This design comes from an exercise in tuning for small area, a short achievable clock period and few clock cycles per item on the open sky130 flow, not from production work. Function was checked by simulation only, so behaviour that the tests miss may differ from the original. Power figures rest on the tool's default switching activity, not on a simulated workload.

north:
==> flow/design.v (excerpt) <==
module data_memory_ctrl (
  input  logic        clk,
  input  logic        rst,
  input  logic        req_valid,
  output logic        req_ready,
  input  logic        req_we,
  input  logic [2:0]  req_funct3,
  input  logic [31:0] req_addr,
  input  logic [31:0] req_wdata,
  output logic        rsp_valid,
  output logic [31:0] rsp_rdata,
  output logic        rsp_err
);
  logic        illegal, misalign, out_of_range, fault;
  logic [3:0]  be;
  logic [31:0] wlanes;
  always_comb begin
    be       = 4'b0000;
    wlanes   = req_wdata;
    misalign = 1'b0;
    illegal  = 1'b0;
    case (req_funct3)
      3'b000, 3'b100: begin
        be      = 4'b0001 << req_addr[1:0];
        wlanes  = {4{req_wdata[7:0]}};
        illegal = req_we && req_funct3[2];
      end
      3'b001, 3'b101: begin
        be       = req_addr[1] ? 4'b1100 : 4'b0011;
        wlanes   = {2{req_wdata[15:0]}};
        misalign = req_addr[0];
        illegal  = req_we && req_funct3[2];
      end
      3'b010: begin
        be       = 4'b1111;
        misalign = |req_addr[1:0];
      end
      default: illegal = 1'b1;
    endcase
    out_of_range = |req_addr[31:8];
    fault        = illegal || misalign || out_of_range;
  end
  logic        ready_q;
  logic        v1_q;        
  logic        err1_q;      
  logic        ld1_q;       
  logic [3:0]  wbe1_q [4];    
  logic [3:0]  wbe1_n_q [4];  
  logic [63:0] sel1_q;      
  logic [1:0]  off1_q;
  logic [2:0]  f31_q;
  logic [31:0] wd1_q;
  wire accept = req_valid && ready_q;
  ...
==> flow/config.mk <==
export PLATFORM = sky130hd
export DESIGN_NAME = data_memory_ctrl
export DESIGN_NICKNAME = data_memory_ctrl
export VERILOG_FILES = /design/flow/design.v
export SDC_FILE = /design/flow/constraint.sdc
export NUM_CORES = 4
export LEC_CHECK = 0
export ABC_CLOCK_PERIOD_IN_PS = 2500
export CAP_MARGIN = 20
export CORE_MARGIN = 2
export CORE_UTILIZATION = 70
export CTS_CLUSTER_DIAMETER = 120
export CTS_CLUSTER_SIZE = 25
export SETUP_SLACK_MARGIN = 3.5
export SLEW_MARGIN = 20
export SYNTH_HIERARCHICAL = 1
==> flow/constraint.sdc <==
create_clock -name core_clock -period 5.5 [get_ports {clk}]
set_input_delay 1.1000 -clock core_clock [delete_from_list [all_inputs] [get_ports {clk}]]
set_output_delay 1.1000 -clock core_clock [all_outputs]
set_load 0.01 [all_outputs]
standard.sh (not shown) runs the stock make flow with config.mk's settings and CLKGATE_MAP_FILE= SYNTH_SCRIPT=/design/flow/synth_recipe.tcl, a recipe that flattens the netlist after the stock synthesis.
==> flow/flow/run.sh <==
#!/bin/bash
set -euo pipefail
bash standard.sh \
  MATCH_CELL_FOOTPRINT=0 \
  "BUFFER_PORTS_ARGS=-buffer_cell sky130_fd_sc_hd__buf_2" \
  "CTS_ARGS=-sink_clustering_enable -repair_clock_nets -sink_clustering_size 25 -sink_clustering_max_diameter 120 -dont_use_dummy_load" \
  finish > flow_make.log 2>&1
north reached the final stage; the timing, design-rule and antenna checks on its layout passed.
Testbench counts of north, summed over its fixed seeds: cycles 12,024, items 12,000.
### north -> south
Settings: SETUP_SLACK_MARGIN now 3.3, was 3.5; CORE_UTILIZATION now 60, was 70.
Findings:
Between south and north, the difference in data arrival time of the worst path is negligible. On largest stage delay on the critical path, north tracks south almost exactly. Between south and north, the post-layout minimum cycle time is higher for north. | number of standard-cell rows in the floorplan | higher: south |. Relative to north, tapcell count has increased by 18% in south. From north to south the numbers moved as follows: met2 wirelength from detailed routing now larger; routed wire length now larger.

---

data_memory_ctrl, a different RTL version from the one above (not shown whole).
Size: about 4000 cells after synthesis, roughly 110 I/O pins.
Settings: LEC_CHECK=0, ABC_CLOCK_PERIOD_IN_PS=2500, CAP_MARGIN=20, CORE_MARGIN=2, CORE_UTILIZATION=70, CTS_CLUSTER_DIAMETER=120, CTS_CLUSTER_SIZE=25, SETUP_SLACK_MARGIN=3.3, SLEW_MARGIN=20, SYNTH_HIERARCHICAL=1; clock period 5.5 ns.
Scripts as last shown in full above: flow/flow/run.sh
The starting point ran to the end with no violations.
Testbench counts at the start, summed over its fixed seeds: cycles 12,024, items 12,000.
Rerun with:
==> flow/run.sh (new file) <==
#!/bin/bash
# synth_recipe.tcl (not shown) runs the flow's synth.tcl, then flattens the netlist and writes it again
# the make line also repeats each setting of config.mk as NAME=value (left out here)
make -C /OpenROAD-flow-scripts/flow DESIGN_CONFIG=/design/flow/config.mk WORK_HOME=/design/flow/orfs CLKGATE_MAP_FILE= SYNTH_SCRIPT=/design/flow/synth_recipe.tcl finish
SETUP_SLACK_MARGIN = 3.0   (was 3.3)
removed: flow/flow/run.sh
removed: flow/standard.sh
Die area is unchanged; non-clock buffer count increases by 1; worst hold slack gets better by 0.030 ns; synthesized area does not change; count of clock-buffer cells in the layout increases by 57; core utilization increases by 0.26 points; clock skew decreases by 0.015 ns.
Rerun with:
==> flow/flow/run.sh (new file) <==
#!/bin/bash
set -euo pipefail
bash standard.sh \
  MATCH_CELL_FOOTPRINT=0 \
  "BUFFER_PORTS_ARGS=-buffer_cell sky130_fd_sc_hd__buf_2" \
  "CTS_ARGS=-sink_clustering_enable -repair_clock_nets -sink_clustering_size 25 -sink_clustering_max_diameter 120 -dont_use_dummy_load" \
  finish > flow_make.log 2>&1
==> flow/standard.sh (new file) <==
#!/bin/bash
# synth_recipe.tcl (not shown) runs the flow's synth.tcl, then flattens the netlist and writes it again
# the make line also repeats each setting of config.mk as NAME=value (left out here)
make -C /OpenROAD-flow-scripts/flow DESIGN_CONFIG=/design/flow/config.mk WORK_HOME=/design/flow/orfs CLKGATE_MAP_FILE= SYNTH_SCRIPT=/design/flow/synth_recipe.tcl "${@:-finish}"
SETUP_SLACK_MARGIN = 3.5   (was 3.0)
removed: flow/run.sh
Result: Count of clock-buffer cells in the layout falls by 57; die area is unchanged; clock skew rises by 0.0072 ns; non-clock buffer count rises by 39; worst setup slack is better by 0.22 ns; synthesized cell count stays the same; design area rises slightly; clock power falls by a few percent; worst hold slack is worse by 0.040 ns.
Rerun with:
SETUP_SLACK_MARGIN = 3.0   (was 3.5)
After rerunning: Total power fell by 0.34%. Setup slack degrades by 0.19 ns. Worst hold slack improves by 0.015 ns. Final area fell by 2.3%. Cell count fell by 0.76%.

what the ideal ports hide:
No port has a modelled driver above. Below, the same layouts with a new extraction and two added sets of constraints.
Step 1: set_driving_cell puts a clkbuf_16 on clk and a buf_2 on each other input, an assumption about the parent block.
Step 2 moves the port delays by t, midway between the first and last clock arrival at a register: inputs arrive t later, outputs are due t later. That takes back most of the time a late clock gives input paths.
Slacks: ideal ports / drivers / drivers and shift; pairs: ideal ports / drivers.
run	shift t [ns]	slack for setup (ns)	clock arrival spread, ns	cell pins on the clock port's net
north	0.798	3.183 / 3.101 / 2.799	0.042 / 0.042	1
south	0.786	3.193 / 3.118 / 2.618	0.047 / 0.047	1
the first run of note 2	0.780	3.185 / 3.106 / 2.857	0.053 / 0.053	1
the second run of note 2	0.790	3.014 / 2.935 / 2.422	0.039 / 0.039	1
the third run of note 2	0.790	3.234 / 3.154 / 2.859	0.058 / 0.058	1
the fourth run of note 2	0.778	3.045 / 3.030 / 2.862	0.048 / 0.048	1
After both steps setup and hold are still met in every run listed. The setup slack of the second run of note 2, which loses most, moves by -0.079 ns with the drivers and by -0.592 ns with both steps.
